Background: an optimization exercise with open tools, aiming at small area. Do not read the settings as production practice.
At most, simulation tests tie the RTL to the original design; equivalence was not proved.
Power and IR drop assume default switching activity.

==> inputs of v23 <==
==> flow/design.v <==
`default_nettype none
package stackPkg;
    localparam int DEFAULT_ADDR_WIDTH = 7;    
    localparam int DATA_WIDTH = 8;
    typedef logic [DATA_WIDTH-1:0] dataWord;
endpackage
`default_nettype wire
`default_nettype none
package commandPkg;
    typedef logic [3:0] buttonCode;
    typedef enum logic [2:0] {
        cmdNone,
        cmdPush,      
        cmdPop,       
        cmdAdd,       
        cmdSub,       
        cmdTop,       
        cmdIncAddr,   
        cmdDecAddr    
    } calcCommand;
    localparam buttonCode BTN_RELEASED = 4'b0000;   
    localparam buttonCode BTN_CLEAR    = 4'b1010;   
    localparam buttonCode BTN_PUSH     = 4'b0001;
    localparam buttonCode BTN_POP      = 4'b0010;
    localparam buttonCode BTN_ADD      = 4'b0101;
    localparam buttonCode BTN_SUB      = 4'b0110;
    localparam buttonCode BTN_TOP      = 4'b1001;
    localparam buttonCode BTN_DEC_ADDR = 4'b1110;
    localparam buttonCode BTN_INC_ADDR = 4'b1101;
    typedef enum logic [3:0] {
        stIdle,
        stPushWrite,       
        stReadFirst,       
        stCaptureFirst,    
        stClearFirst,      
        stReadSecond,      
        stCaptureSecond,   
        stWriteResult,     
        stPopWrite         
    } seqState;
endpackage
`default_nettype wire
`default_nettype none
module stackMemory
(
    input  wire logic         CLK,
    input  wire logic [7:0]   tapWe,      
    input  wire logic [7:0]   wrData,     
    output logic [7:0][7:0]   tapRd       
);
    logic [7:0][15:0][7:0] ring;
    logic [7:0][15:0][7:0] ringNext;
    always_comb
    begin
        for (int r = 0; r < 8; r++)
        begin
            tapRd[r]       = ring[r][15];
            ringNext[r][0] = tapWe[r] ? wrData : ring[r][15];
            for (int s = 1; s < 16; s++)
                ringNext[r][s] = ring[r][s - 1];
        end
    end
    always_ff @(posedge CLK)
    begin
        ring <= ringNext;
    end
endmodule
`default_nettype wire
`default_nettype none
import stackPkg::*;
import commandPkg::*;
module stackCalculator
(
    input  wire logic      CLK,
    input  wire logic      rst,
    input  commandPkg::buttonCode      buttons,
    input  stackPkg::dataWord        switches,
    output logic [7:0]     leds,
    output stackPkg::dataWord        displayValue
);
    localparam logic [1:0] K_PUSH = 2'd0;    
    localparam logic [1:0] K_SHOW = 2'd1;    
    localparam logic [1:0] K_ADD  = 2'd2;    
    localparam logic [1:0] K_SUB  = 2'd3;    
    logic [3:0] phase;         
    logic       armed;
    logic [6:0] top;           
    logic [6:0] da;
    stackPkg::dataWord dv;     
    logic       pendZ;         
    logic       pendD;         
    logic       sFirst;        
    logic [1:0] kind;
    logic isPush, isPop, isAdd, isSub, isTop, isInc, isDec, isClear, isCmd, fire;
    assign isPush  = (buttons == BTN_PUSH);
    assign isPop   = (buttons == BTN_POP);
    assign isAdd   = (buttons == BTN_ADD);
    assign isSub   = (buttons == BTN_SUB);
    assign isTop   = (buttons == BTN_TOP);
    assign isInc   = (buttons == BTN_INC_ADDR);
    assign isDec   = (buttons == BTN_DEC_ADDR);
    assign isClear = (buttons == BTN_CLEAR);
    assign isCmd   = isPush | isPop | isAdd | isSub | isTop | isInc | isDec;
    assign fire    = armed & isCmd;
    logic empty, canCombine;
    assign empty      = (top == 7'd0);
    assign canCombine = (top != 7'd0) && (top != 7'h7F);
    logic [3:0] phaseNext;
    assign phaseNext = phase + 4'd1;
    logic [6:0] step;
    assign step = ((isInc || isDec) ? da : top) + ((isPush || isDec) ? 7'h7F : 7'd1);
    logic       hitZ, hitD;
    assign hitZ = pendZ && (phaseNext == top[3:0]);     
    assign hitD = pendD && (phase == da[3:0]);
    logic [2:0] tap;
    logic [7:0][7:0] tapRd;
    stackPkg::dataWord rd;
    assign tap = hitZ ? (top[6:4] - {2'd0, top[3:0] == 4'h0}) : da[6:4];
    assign rd  = tapRd[tap];
    logic isSubK;
    stackPkg::dataWord sum, result;
    assign isSubK = (kind == K_SUB);
    assign sum    = rd + dv + {7'd0, isSubK && !sFirst};     
    assign result = (isSubK && sFirst) ? ~sum : sum;         
    logic [6:0] topN, daN;
    logic       pendZN, pendDN, sFirstN, armedN;
    logic [1:0] kindN;
    stackPkg::dataWord dvN;
    logic       we;
    stackPkg::dataWord wrData;
    always_comb
    begin
        topN    = top;
        daN     = da;
        pendZN  = pendZ;
        pendDN  = pendD;
        sFirstN = sFirst;
        kindN   = kind;
        dvN     = dv;
        armedN  = armed;
        we      = 1'b0;
        wrData  = '0;
        if (buttons == BTN_RELEASED)
            armedN = 1'b1;
        else if (isCmd)
            armedN = 1'b0;
        if (fire)
        begin
            pendZN  = 1'b0;
            pendDN  = 1'b0;
            sFirstN = 1'b0;
            if (isPush)
            begin
                topN   = step;
                daN    = step;
                dvN    = switches;
                kindN  = K_PUSH;
                pendDN = 1'b1;
            end
            else if ((isPop && !empty) || ((isAdd || isSub) && canCombine))
            begin
                topN   = step;
                daN    = step;
                kindN  = isAdd ? K_ADD : (isSub ? K_SUB : K_SHOW);
                pendZN = 1'b1;
                pendDN = 1'b1;
            end
            else if (isTop)
            begin
                daN    = top;
                kindN  = K_SHOW;
                pendDN = 1'b1;
            end
            else if (isInc || isDec)
            begin
                daN    = step;
                kindN  = K_SHOW;
                pendDN = 1'b1;
            end
        end
        else if (hitZ)
        begin
            we     = 1'b1;
            pendZN = 1'b0;
            if (kind[1])
                dvN = sFirst ? result : (isSubK ? ~rd : rd);
        end
        else if (hitD)
        begin
            case (kind)
                K_PUSH:
                begin
                    we     = 1'b1;
                    wrData = switches;
                    pendDN = 1'b0;
                end
                K_SHOW:
                begin
                    dvN    = rd;
                    pendDN = 1'b0;
                end
                default:
                begin
                    if (pendZ)
                    begin
                        dvN     = isSubK ? ~rd : rd;     
                        sFirstN = 1'b1;
                    end
                    else
                    begin
                        we     = 1'b1;
                        wrData = sFirst ? dv : result;
                        pendDN = 1'b0;
                        if (!sFirst)
                            dvN = result;
                    end
                end
            endcase
        end
        if (isClear)
        begin
            topN = '0;
            daN  = '0;
            dvN  = '0;
        end
        if (rst)
        begin
            armedN = 1'b1;
            topN   = '0;
            daN    = '0;
            dvN    = '0;
            pendZN = 1'b0;
            pendDN = 1'b0;
        end
    end
    logic [7:0] tapWe;
    always_comb
    begin
        tapWe = '0;
        tapWe[tap] = we;
    end
    stackMemory i_stackMemory (
        .CLK    (CLK),
        .tapWe  (tapWe),
        .wrData (wrData),
        .tapRd  (tapRd)
    );
    always_ff @(posedge CLK)
    begin
        phase  <= phaseNext;
        armed  <= armedN;
        top    <= topN;
        da     <= daN;
        dv     <= dvN;
        pendZ  <= pendZN;
        pendD  <= pendDN;
        sFirst <= sFirstN;
        kind   <= kindN;
    end
    assign leds         = {empty, da};
    assign displayValue = dvN;
endmodule
`default_nettype wire
==> flow/flow/run.sh <==
#!/bin/bash
# The standard layout (standard.sh, unchanged synthesis), with two changes:
# clock tree synthesis without dummy loads, and power recovery (downsizing of
# gates off the critical paths) after global routing.
set -euo pipefail
export CTS_ARGS="-sink_clustering_enable -repair_clock_nets -dont_use_dummy_load -sink_clustering_size 18 -sink_clustering_max_diameter 50 -buf_list sky130_fd_sc_hd__clkbuf_8"
export RECOVER_POWER=100
bash standard.sh > standard.log 2>&1
==> flow/standard.sh <==
#!/bin/bash
# synth_recipe.tcl (not shown) runs the flow's synth.tcl, then flattens the netlist and writes it again
# the make line also repeats each setting of config.mk as NAME=value (left out here)
make -C /OpenROAD-flow-scripts/flow DESIGN_CONFIG=/design/flow/config.mk WORK_HOME=/design/flow/orfs CLKGATE_MAP_FILE= SYNTH_SCRIPT=/design/flow/synth_recipe.tcl "${@:-finish}"
==> flow/config.mk <==
export PLATFORM = sky130hd
export DESIGN_NAME = stackCalculator
export DESIGN_NICKNAME = stackCalculator
export VERILOG_FILES = /design/flow/design.v
export SDC_FILE = /design/flow/constraint.sdc
export NUM_CORES = 4
export LEC_CHECK = 0
export CAP_MARGIN = 20
export CORE_MARGIN = 2
export CORE_UTILIZATION = 40
export CTS_BUF_LIST = sky130_fd_sc_hd__clkbuf_8
export CTS_CLUSTER_DIAMETER = 50
export CTS_CLUSTER_SIZE = 18
export SLEW_MARGIN = 20
==> flow/constraint.sdc <==
create_clock -name core_clock -period 6.0 [get_ports {CLK}]
set_input_delay 1.2000 -clock core_clock [delete_from_list [all_inputs] [get_ports {CLK}]]
set_output_delay 1.2000 -clock core_clock [all_outputs]
set_load 0.01 [all_outputs]
==> v37 (differences from v23) <==
--- a/flow/design.v
+++ b/flow/design.v
@@ -106,15 +106,36 @@
     assign empty      = (top == 7'd0);
     assign canCombine = (top != 7'd0) && (top != 7'h7F);
-    logic [3:0] phaseNext;
-    assign phaseNext = phase + 4'd1;
     logic [6:0] step;
     assign step = ((isInc || isDec) ? da : top) + ((isPush || isDec) ? 7'h7F : 7'd1);
-    logic       hitZ, hitD;
-    assign hitZ = pendZ && (phaseNext == top[3:0]);     
-    assign hitD = pendD && (phase == da[3:0]);
+    logic [3:0] phaseNext, topLoP1, daLoP1;
+    assign phaseNext = phase + 4'd1;
+    assign topLoP1   = top[3:0] + 4'd1;
+    assign daLoP1    = da[3:0] + 4'd1;
+    logic gM1, g0, gP1, hM1, h0, hP1;
+    assign gM1 = (phaseNext == top[3:0]);      
+    assign g0  = (phase == top[3:0]);          
+    assign gP1 = (phase == topLoP1);           
+    assign hM1 = (phaseNext == da[3:0]);       
+    assign h0  = (phase == da[3:0]);           
+    assign hP1 = (phase == daLoP1);            
+    logic [2:0] tapF, tapE;
+    always_comb
+    begin
+        tapF = top[6:4];
+        if (gM1 && top[3:0] == 4'h0)
+            tapF = top[6:4] - 3'd1;
+        else if (gP1 && top[3:0] == 4'hF)
+            tapF = top[6:4] + 3'd1;
+        tapE = da[6:4];
+        if (hM1 && da[3:0] == 4'h0)
+            tapE = da[6:4] - 3'd1;
+        else if (hP1 && da[3:0] == 4'hF)
+            tapE = da[6:4] + 3'd1;
+    end
+    logic       useE;
     logic [2:0] tap;
     logic [7:0][7:0] tapRd;
     stackPkg::dataWord rd;
-    assign tap = hitZ ? (top[6:4] - {2'd0, top[3:0] == 4'h0}) : da[6:4];
+    assign tap = useE ? tapE : tapF;
     assign rd  = tapRd[tap];
     logic isSubK;
@@ -141,4 +162,5 @@
         we      = 1'b0;
         wrData  = '0;
+        useE    = 1'b0;
         if (buttons == BTN_RELEASED)
             armedN = 1'b1;
@@ -150,4 +172,5 @@
             pendDN  = 1'b0;
             sFirstN = 1'b0;
+            useE    = isInc || isDec;
             if (isPush)
             begin
@@ -156,5 +179,7 @@
                 dvN    = switches;
                 kindN  = K_PUSH;
-                pendDN = 1'b1;
+                we     = gM1;
+                wrData = switches;
+                pendDN = !gM1;
             end
             else if ((isPop && !empty) || ((isAdd || isSub) && canCombine))
@@ -163,6 +188,20 @@
                 daN    = step;
                 kindN  = isAdd ? K_ADD : (isSub ? K_SUB : K_SHOW);
-                pendZN = 1'b1;
-                pendDN = 1'b1;
+                we     = g0;
+                pendZN = !g0;
+                pendDN = !gP1;
+                if (g0 && !isPop)
+                    dvN = isSub ? ~rd : rd;              
+                if (gP1)
+                begin
+                    if (isPop)
+                        dvN = rd;
+                    else
+                    begin
+                        dvN     = isSub ? ~rd : rd;      
+                        sFirstN = 1'b1;
+                        pendDN  = 1'b1;
+                    end
+                end
             end
             else if (isTop)
@@ -170,5 +209,7 @@
                 daN    = top;
                 kindN  = K_SHOW;
-                pendDN = 1'b1;
+                pendDN = !g0;
+                if (g0)
+                    dvN = rd;
             end
             else if (isInc || isDec)
@@ -176,9 +217,12 @@
                 daN    = step;
                 kindN  = K_SHOW;
-                pendDN = 1'b1;
+                pendDN = !(isInc ? hP1 : hM1);
+                if (isInc ? hP1 : hM1)
+                    dvN = rd;
             end
         end
-        else if (hitZ)
-        begin
+        else if (pendZ && hM1)
+        begin
+            useE   = 1'b1;
             we     = 1'b1;
             pendZN = 1'b0;
@@ -186,6 +230,7 @@
                 dvN = sFirst ? result : (isSubK ? ~rd : rd);
         end
-        else if (hitD)
-        begin
+        else if (pendD && h0)
+        begin
+            useE = 1'b1;
             case (kind)
                 K_PUSH:
@@ -202,17 +247,9 @@
                 default:
                 begin
-                    if (pendZ)
-                    begin
-                        dvN     = isSubK ? ~rd : rd;     
-                        sFirstN = 1'b1;
-                    end
-                    else
-                    begin
-                        we     = 1'b1;
-                        wrData = sFirst ? dv : result;
-                        pendDN = 1'b0;
-                        if (!sFirst)
-                            dvN = result;
-                    end
+                    we     = 1'b1;
+                    wrData = sFirst ? dv : result;
+                    pendDN = 1'b0;
+                    if (!sFirst)
+                        dvN = result;
                 end
             endcase
@@ -259,5 +296,5 @@
     end
     assign leds         = {empty, da};
-    assign displayValue = dvN;
+    assign displayValue = dv;
 endmodule
 `default_nettype wire
==> comparison table <==
|  | v37 | v23 |
|---|---|---|
| Maximum single-stage delay on the critical path | 560 ps | 370 ps |
| Number of multi-input combinational cells in the layout | 659 | 575 |
| Cell with the largest stage delay on the worst path | dlygate4sd3_1 | fa_2 |
| Largest fanout of any net on the critical path | 8 | 3 |
| Max-slew violation count | 0 | 17 |
| Worst path required time | 6530 ps | 4800 ps |
| Data arrival, critical path | 6130 ps | 5270 ps |
| Total track usage | 13.4% | 13.4% |
| Mapped Cells | 1,795 | 1,716 |
| Global routing met2 resource utilization | 19.2% | 19.1% |
| Result of the run | complete, no violations | complete, but fails checks |
| Violated checks | - | max-capacitance violations, max-slew violations, negative setup slack |
| Total power | 10.4 mW | 10.4 mW |
| WL met1 | 22.1 mm | 22.1 mm |
| End-of-flow core utilization | 44.9% | 46.1% |
| Cell area after technology mapping | 25,600 um^2 | 25,500 um^2 |
| Starting DRC count in detailed routing | 737 | 516 |
| Setup clock skew after layout | 102 ps | 65.2 ps |
| Met1 GRT Util | 19.1% | 19.1% |
| Area growth from synthesis to layout | 10.7% | 14.1% |
| Global placer's final weighted congestion | 0.850 | 0.874 |
The RTL of v23 was laid out without a check of its function.

==> build 70: inputs <==
Another version of the RTL of stackCalculator (not shown whole).
## stackCalculator
module stackCalculator
(
    input  wire logic      CLK,
    input  wire logic      rst,
    input  commandPkg::buttonCode      buttons,
    input  stackPkg::dataWord        switches,
    output logic [7:0]     leds,
    output stackPkg::dataWord        displayValue
);
==> module stackCalculator, before the edit <==
module stackCalculator
(
    input  wire logic      CLK,
    input  wire logic      rst,
    input  commandPkg::buttonCode      buttons,
    input  stackPkg::dataWord        switches,
    output logic [7:0]     leds,
    output stackPkg::dataWord        displayValue
);
    localparam logic [1:0] K_PUSH = 2'd0;    
    localparam logic [1:0] K_SHOW = 2'd1;    
    localparam logic [1:0] K_ADD  = 2'd2;    
    localparam logic [1:0] K_SUB  = 2'd3;    
    logic [3:0] phase;         
    logic       armed;
    logic [6:0] top;           
    logic [6:0] da;
    stackPkg::dataWord dv;     
    logic       pendZ;         
    logic       pendD;         
    logic       sFirst;        
    logic [1:0] kind;
    logic isPush, isPop, isAdd, isSub, isTop, isInc, isDec, isClear, isCmd, fire;
    assign isPush  = (buttons == BTN_PUSH);
    assign isPop   = (buttons == BTN_POP);
    assign isAdd   = (buttons == BTN_ADD);
    assign isSub   = (buttons == BTN_SUB);
    assign isTop   = (buttons == BTN_TOP);
    assign isInc   = (buttons == BTN_INC_ADDR);
    assign isDec   = (buttons == BTN_DEC_ADDR);
    assign isClear = (buttons == BTN_CLEAR);
    assign isCmd   = isPush | isPop | isAdd | isSub | isTop | isInc | isDec;
    assign fire    = armed & isCmd;
    logic empty, canCombine;
    assign empty      = (top == 7'd0);
    assign canCombine = (top != 7'd0) && (top != 7'h7F);
    logic [6:0] step;
    assign step = ((isInc || isDec) ? da : top) + ((isPush || isDec) ? 7'h7F : 7'd1);
    logic [3:0] phaseNext, topLoP1, daLoP1;
    assign phaseNext = phase + 4'd1;
    assign topLoP1   = top[3:0] + 4'd1;
    assign daLoP1    = da[3:0] + 4'd1;
    logic gM1, g0, gP1, hM1, h0, hP1;
    assign gM1 = (phaseNext == top[3:0]);      
    assign g0  = (phase == top[3:0]);          
    assign gP1 = (phase == topLoP1);           
    assign hM1 = (phaseNext == da[3:0]);       
    assign h0  = (phase == da[3:0]);           
    assign hP1 = (phase == daLoP1);            
    logic [2:0] tapF, tapE;
    always_comb
    begin
        tapF = top[6:4];
        if (gM1 && top[3:0] == 4'h0)
            tapF = top[6:4] - 3'd1;
        else if (gP1 && top[3:0] == 4'hF)
            tapF = top[6:4] + 3'd1;
        tapE = da[6:4];
        if (hM1 && da[3:0] == 4'h0)
            tapE = da[6:4] - 3'd1;
        else if (hP1 && da[3:0] == 4'hF)
            tapE = da[6:4] + 3'd1;
    end
    logic       useE;
    logic [2:0] tap;
    logic [7:0][7:0] tapRd;
    stackPkg::dataWord rd;
    assign tap = useE ? tapE : tapF;
    assign rd  = tapRd[tap];
    logic isSubK;
    stackPkg::dataWord sum, result;
    assign isSubK = (kind == K_SUB);
    assign sum    = rd + dv + {7'd0, isSubK && !sFirst};     
    assign result = (isSubK && sFirst) ? ~sum : sum;         
    logic [6:0] topN, daN;
    logic       pendZN, pendDN, sFirstN, armedN;
    logic [1:0] kindN;
    stackPkg::dataWord dvN;
    logic       we;
    logic       wrZero;
    stackPkg::dataWord wrData;
    always_comb
    begin
        topN    = top;
        daN     = da;
        pendZN  = pendZ;
        pendDN  = pendD;
        sFirstN = sFirst;
        kindN   = kind;
        dvN     = dv;
        armedN  = armed;
        we      = 1'b0;
        wrZero  = 1'b0;
        useE    = 1'b0;
        if (buttons == BTN_RELEASED)
            armedN = 1'b1;
        else if (isCmd)
            armedN = 1'b0;
        if (fire)
        begin
            pendZN  = 1'b0;
            pendDN  = 1'b0;
            sFirstN = 1'b0;
            useE    = isInc || isDec;
            if (isPush)
            begin
                topN   = step;
                daN    = step;
                dvN    = switches;
                kindN  = K_PUSH;
                we     = gM1;
                pendDN = !gM1;
            end
            else if ((isPop && !empty) || ((isAdd || isSub) && canCombine))
            begin
                topN   = step;
                daN    = step;
                kindN  = isAdd ? K_ADD : (isSub ? K_SUB : K_SHOW);
                we     = g0;
                wrZero = 1'b1;
                pendZN = !g0;
                pendDN = !gP1;
                if (g0 && !isPop)
                    dvN = isSub ? ~rd : rd;              
                if (gP1)
                begin
                    if (isPop)
                        dvN = rd;
                    else
                    begin
                        dvN     = isSub ? ~rd : rd;      
                        sFirstN = 1'b1;
                        pendDN  = 1'b1;
                    end
                end
            end
            else if (isTop)
            begin
                daN    = top;
                kindN  = K_SHOW;
                pendDN = !g0;
                if (g0)
                    dvN = rd;
            end
            else if (isInc || isDec)
            begin
                daN    = step;
                kindN  = K_SHOW;
                pendDN = !(isInc ? hP1 : hM1);
                if (isInc ? hP1 : hM1)
                    dvN = rd;
            end
        end
        else if (pendZ && hM1)
        begin
            useE   = 1'b1;
            we     = 1'b1;
            wrZero = 1'b1;
            pendZN = 1'b0;
            if (kind[1])
                dvN = sFirst ? result : (isSubK ? ~rd : rd);
        end
        else if (pendD && h0)
        begin
            useE = 1'b1;
            case (kind)
                K_PUSH:
                begin
                    we     = 1'b1;
                        pendDN = 1'b0;
                end
                K_SHOW:
                begin
                    dvN    = rd;
                    pendDN = 1'b0;
                end
                default:
                begin
                    we     = 1'b1;
                    pendDN = 1'b0;
                    if (!sFirst)
                        dvN = result;
                end
            endcase
        end
        if (isClear)
        begin
            topN = '0;
            daN  = '0;
            dvN  = '0;
        end
        if (rst)
        begin
            armedN = 1'b1;
            topN   = '0;
            daN    = '0;
            dvN    = '0;
            pendZN = 1'b0;
            pendDN = 1'b0;
        end
    end
    assign wrData = wrZero ? '0 : dvN;
    logic [7:0] tapWe;
    always_comb
    begin
        tapWe = '0;
        tapWe[tap] = we;
    end
    stackMemory i_stackMemory (
        .CLK    (CLK),
        .tapWe  (tapWe),
        .wrData (wrData),
        .tapRd  (tapRd)
    );
    always_ff @(posedge CLK)
    begin
        phase  <= phaseNext;
        armed  <= armedN;
        top    <= topN;
        da     <= daN;
        dv     <= dvN;
        pendZ  <= pendZN;
        pendD  <= pendDN;
        sFirst <= sFirstN;
        kind   <= kindN;
    end
    assign leds         = {empty, da};
    assign displayValue = dv;
endmodule
Settings: LEC_CHECK=0, CAP_MARGIN=20, CORE_MARGIN=2, CORE_UTILIZATION=60, PLACE_DENSITY=0.7, SLEW_MARGIN=20; clock period 6.0 ns.
standard.sh (not shown) runs the stock make flow with config.mk's settings and CLKGATE_MAP_FILE= SYNTH_SCRIPT=/design/flow/synth_recipe.tcl, a recipe that flattens the netlist after the stock synthesis.
==> flow/flow/run.sh <==
#!/bin/bash
# The standard layout (standard.sh, with its synthesis unchanged) plus a
# few settings, passed to ORFS through the environment:
#  - port buffers use the smallest buffer cell (every port still gets one);
#  - clock tree synthesis builds sink clusters of at most 12 flip-flops,
#    40 um across, driven by clkbuf_4, and adds no dummy loads;
#  - timing-driven global placement does not keep the buffers it tries out;
#  - power recovery (downsizing gates off the critical paths) runs after
#    global routing.
# All tool output goes to standard.log here and to ORFS's logs under orfs/.
set -euo pipefail
export BUFFER_PORTS_ARGS="-buffer_cell sky130_fd_sc_hd__buf_1"
export CTS_ARGS="-sink_clustering_enable -repair_clock_nets -dont_use_dummy_load -sink_clustering_size 12 -sink_clustering_max_diameter 40 -buf_list sky130_fd_sc_hd__clkbuf_4"
export GPL_KEEP_OVERFLOW=0
export RECOVER_POWER=100
bash standard.sh > standard.log 2>&1
==> build 47: changes against build 70 <==
==> flow/design.v, changed modules only <==
module stackCalculator
(
    input  wire logic      CLK,
    input  wire logic      rst,
    input  commandPkg::buttonCode      buttons,
    input  stackPkg::dataWord        switches,
    output logic [7:0]     leds,
    output stackPkg::dataWord        displayValue
);
    localparam logic [1:0] K_PUSH = 2'd0;    
    localparam logic [1:0] K_SHOW = 2'd1;    
    localparam logic [1:0] K_ADD  = 2'd2;    
    localparam logic [1:0] K_SUB  = 2'd3;    
    logic [3:0] phase;         
    logic       armed;
    logic [6:0] top;           
    logic [6:0] da;
    stackPkg::dataWord dv;     
    logic       pendZ;         
    logic       pendD;         
    logic       sFirst;        
    logic [1:0] kind;
    logic isPush, isPop, isAdd, isSub, isTop, isInc, isDec, isClear, isCmd, fire;
    assign isPush  = (buttons == BTN_PUSH);
    assign isPop   = (buttons == BTN_POP);
    assign isAdd   = (buttons == BTN_ADD);
    assign isSub   = (buttons == BTN_SUB);
    assign isTop   = (buttons == BTN_TOP);
    assign isInc   = (buttons == BTN_INC_ADDR);
    assign isDec   = (buttons == BTN_DEC_ADDR);
    assign isClear = (buttons == BTN_CLEAR);
    assign isCmd   = isPush | isPop | isAdd | isSub | isTop | isInc | isDec;
    assign fire    = armed & isCmd;
    logic empty, canCombine;
    assign empty      = (top == 7'd0);
    assign canCombine = (top != 7'd0) && (top != 7'h7F);
    logic [6:0] step;
    assign step = ((isInc || isDec) ? da : top) + ((isPush || isDec) ? 7'h7F : 7'd1);
    logic [3:0] g, h;
    assign g = phase - top[3:0];
    assign h = phase - da[3:0];
    logic gM1, g0, gP1, hM1, h0, hP1;
    assign gM1 = (g == 4'hF);
    assign g0  = (g == 4'h0);
    assign gP1 = (g == 4'h1);
    assign hM1 = (h == 4'hF);
    assign h0  = (h == 4'h0);
    assign hP1 = (h == 4'h1);
    logic [2:0] tapF, tapE;
    assign tapF = top[6:4] + ((gM1 && top[3:0] == 4'h0) ? 3'h7 : {2'd0, gP1 && top[3:0] == 4'hF});
    assign tapE = da[6:4] + ((hM1 && da[3:0] == 4'h0) ? 3'h7 : {2'd0, hP1 && da[3:0] == 4'hF});
    logic       useE;
    logic [2:0] tap;
    logic [7:0][7:0] tapRd;
    stackPkg::dataWord rd;
    assign tap = useE ? tapE : tapF;
    assign rd  = tapRd[tap];
    logic isSubK;
    stackPkg::dataWord sum, result;
    assign isSubK = (kind == K_SUB);
    assign sum    = rd + dv + {7'd0, isSubK && !sFirst};     
    assign result = (isSubK && sFirst) ? ~sum : sum;         
    logic [6:0] topN, daN;
    logic       pendZN, pendDN, sFirstN, armedN;
    logic [1:0] kindN;
    stackPkg::dataWord dvN;
    logic       we;
    stackPkg::dataWord wrData;
    always_comb
    begin
        topN    = top;
        daN     = da;
        pendZN  = pendZ;
        pendDN  = pendD;
        sFirstN = sFirst;
        kindN   = kind;
        dvN     = dv;
        armedN  = armed;
        we      = 1'b0;
        wrData  = '0;
        useE    = 1'b0;
        if (buttons == BTN_RELEASED)
            armedN = 1'b1;
        else if (isCmd)
            armedN = 1'b0;
        if (fire)
        begin
            pendZN  = 1'b0;
            pendDN  = 1'b0;
            sFirstN = 1'b0;
            useE    = isInc || isDec;
            if (isPush)
            begin
                topN   = step;
                daN    = step;
                dvN    = switches;
                kindN  = K_PUSH;
                we     = gM1;
                wrData = switches;
                pendDN = !gM1;
            end
            else if ((isPop && !empty) || ((isAdd || isSub) && canCombine))
            begin
                topN   = step;
                daN    = step;
                kindN  = isAdd ? K_ADD : (isSub ? K_SUB : K_SHOW);
                we     = g0;
                pendZN = !g0;
                pendDN = !gP1;
                if (g0 && !isPop)
                    dvN = isSub ? ~rd : rd;              
                if (gP1)
                begin
                    if (isPop)
                        dvN = rd;
                    else
                    begin
                        dvN     = isSub ? ~rd : rd;      
                        sFirstN = 1'b1;
                        pendDN  = 1'b1;
                    end
                end
            end
            else if (isTop)
            begin
                daN    = top;
                kindN  = K_SHOW;
                pendDN = !g0;
                if (g0)
                    dvN = rd;
            end
            else if (isInc || isDec)
            begin
                daN    = step;
                kindN  = K_SHOW;
                pendDN = !(isInc ? hP1 : hM1);
                if (isInc ? hP1 : hM1)
                    dvN = rd;
            end
        end
        else if (pendZ && gM1)
        begin
            we     = 1'b1;
            pendZN = 1'b0;
            if (kind[1])
                dvN = sFirst ? result : (isSubK ? ~rd : rd);
        end
        else if (pendD && h0)
        begin
            useE = 1'b1;
            case (kind)
                K_PUSH:
                begin
                    we     = 1'b1;
                    wrData = switches;
                    pendDN = 1'b0;
                end
                K_SHOW:
                begin
                    dvN    = rd;
                    pendDN = 1'b0;
                end
                default:
                begin
                    we     = 1'b1;
                    wrData = sFirst ? dv : result;
                    pendDN = 1'b0;
                    if (!sFirst)
                        dvN = result;
                end
            endcase
        end
        if (isClear)
        begin
            topN = '0;
            daN  = '0;
            dvN  = '0;
        end
        if (rst)
        begin
            armedN = 1'b1;
            topN   = '0;
            daN    = '0;
            dvN    = '0;
            pendZN = 1'b0;
            pendDN = 1'b0;
        end
    end
    logic [7:0] tapWe;
    always_comb
    begin
        tapWe = '0;
        tapWe[tap] = we;
    end
    stackMemory i_stackMemory (
        .CLK    (CLK),
        .tapWe  (tapWe),
        .wrData (wrData),
        .tapRd  (tapRd)
    );
    always_ff @(posedge CLK)
    begin
        phase  <= phase + 4'd1;
        armed  <= armedN;
        top    <= topN;
        da     <= daN;
        dv     <= dvN;
        pendZ  <= pendZN;
        pendD  <= pendDN;
        sFirst <= sFirstN;
        kind   <= kindN;
    end
    assign leds         = {empty, da};
    assign displayValue = dv;
endmodule
==> flow/flow/run.sh (replaced) <==
#!/bin/bash
# The standard layout (standard.sh, unchanged synthesis), with two changes:
# clock tree synthesis without dummy loads, and power recovery (downsizing of
# gates off the critical paths) after global routing.
set -euo pipefail
export CTS_ARGS="-sink_clustering_enable -repair_clock_nets -dont_use_dummy_load -sink_clustering_size 18 -sink_clustering_max_diameter 50 -buf_list sky130_fd_sc_hd__clkbuf_8"
export RECOVER_POWER=100
bash standard.sh > standard.log 2>&1
- CORE_UTILIZATION: 60 -> 40
- CTS_BUF_LIST: not set -> sky130_fd_sc_hd__clkbuf_8
- CTS_CLUSTER_DIAMETER: not set -> 50
- CTS_CLUSTER_SIZE: not set -> 18
- PLACE_DENSITY: 0.7 -> not set
==> trial 75: changes against build 70 <==
==> flow/flow/run.sh (replaced) <==
#!/bin/bash
# The standard layout (standard.sh, unchanged synthesis), with these changes:
# the port buffers are the smallest buffer cell, clock tree synthesis uses no
# dummy loads, and power recovery (downsizing of gates off the critical paths)
# runs after global routing.
set -euo pipefail
export BUFFER_PORTS_ARGS="-buffer_cell sky130_fd_sc_hd__buf_1"
export CTS_ARGS="-sink_clustering_enable -repair_clock_nets -dont_use_dummy_load -sink_clustering_size 12 -sink_clustering_max_diameter 40 -buf_list sky130_fd_sc_hd__clkbuf_4"
export RECOVER_POWER=100
bash standard.sh > standard.log 2>&1
- CORE_UTILIZATION: 60 -> 40
- CTS_BUF_LIST: not set -> sky130_fd_sc_hd__clkbuf_8
- CTS_CLUSTER_DIAMETER: not set -> 50
- CTS_CLUSTER_SIZE: not set -> 18
- PLACE_DENSITY: 0.7 -> not set
==> results.txt <==
#MultiIn Comb 562; Endpoint, Worst Hold i_stackMemory.ring[970]$_DFF_P_; Mapped Cells 1681; status no timing/DRC/antenna violations; Vias 11830; Worst-Skew Late Latency 900 ps; Die W 257.3 µm; die area 66190 µm²; VDD IR max 0.1303 mV; Reg clk slew, reported paths 90 ps
Source of the figures above: trial 75

==> results.txt <==
die area 44440 µm²; starting DRC count in detailed routing 718; VDD IR max 0.2450 mV; #MultiIn Comb 563; Worst-Skew Late Latency 860 ps; XOR/XNOR share of the synthesized area 1.663%; status no timing/DRC/antenna violations; Endpoint, Worst Hold i_stackMemory.ring[754]$_DFF_P_; crit path launch buttons[1]; Reg clk slew, reported paths 110 ps; Vias 11710; Mapped Cells 1681; Final ANT Viol Nets 0; First-pass DRT Iterations 5; Sequential Power Share 70.9%
Source of the figures above: build 70

==> results.txt <==
status no timing/DRC/antenna violations; die area 64940 µm²; Worst-Skew Late Latency 680 ps; Vias 11520; Endpoint, Worst Hold i_stackMemory.ring[959]$_DFF_P_; VDD IR max 0.1619 mV; Mapped Cells 1686; #MultiIn Comb 568; Core Area 61940 µm²; Die W 254.8 µm; Reg clk slew, reported paths 90 ps
Source of the figures above: build 47

-- separate check: timing with driven ports --
The flow's constraints put no driver on any port. The routed layouts listed below were extracted and timed again, unchanged, in two steps. Step 1, drivers: a clkbuf_16 drives CLK and a buf_2 each remaining input, both assumed. Step 2 times the ports against the registers' clock, not the clock port: input delays grow and output delays shrink by t, the midpoint of the rising clock arrivals with the driver on. a / b / c = no drivers / after step 1 / after step 2; a / b = the first two.
| run | t (ns) | setup WS [ns] | worst hold slack (ns) | worst setup path at the end |
|---|---|---|---|---|
| v23 | 0.689 | -0.473 / -0.526 / 0.163 | 0.283 / 0.283 / 0.283 | register to output |
| v37 | 0.696 | 0.406 / 0.439 / -0.257 | 0.249 / 0.249 / 0.249 | input to register |
| build 70 | 0.858 | 0.348 / 0.355 / -0.490 | 0.280 / 0.280 / 0.280 | input to register |
| build 47 | 0.675 | 0.131 / 0.131 / 0.085 | 0.283 / 0.283 / 0.283 | input to register |
| trial 75 | 0.885 | 0.399 / 0.399 / -0.181 | 0.228 / 0.228 / 0.228 | input to register |
Met with ideal ports but missed after step 2: setup timing in v37, build 70 and trial 75. For build 70, which loses most, drivers alone change the setup slack by +0.007 ns; drivers and shift together by -0.838 ns.
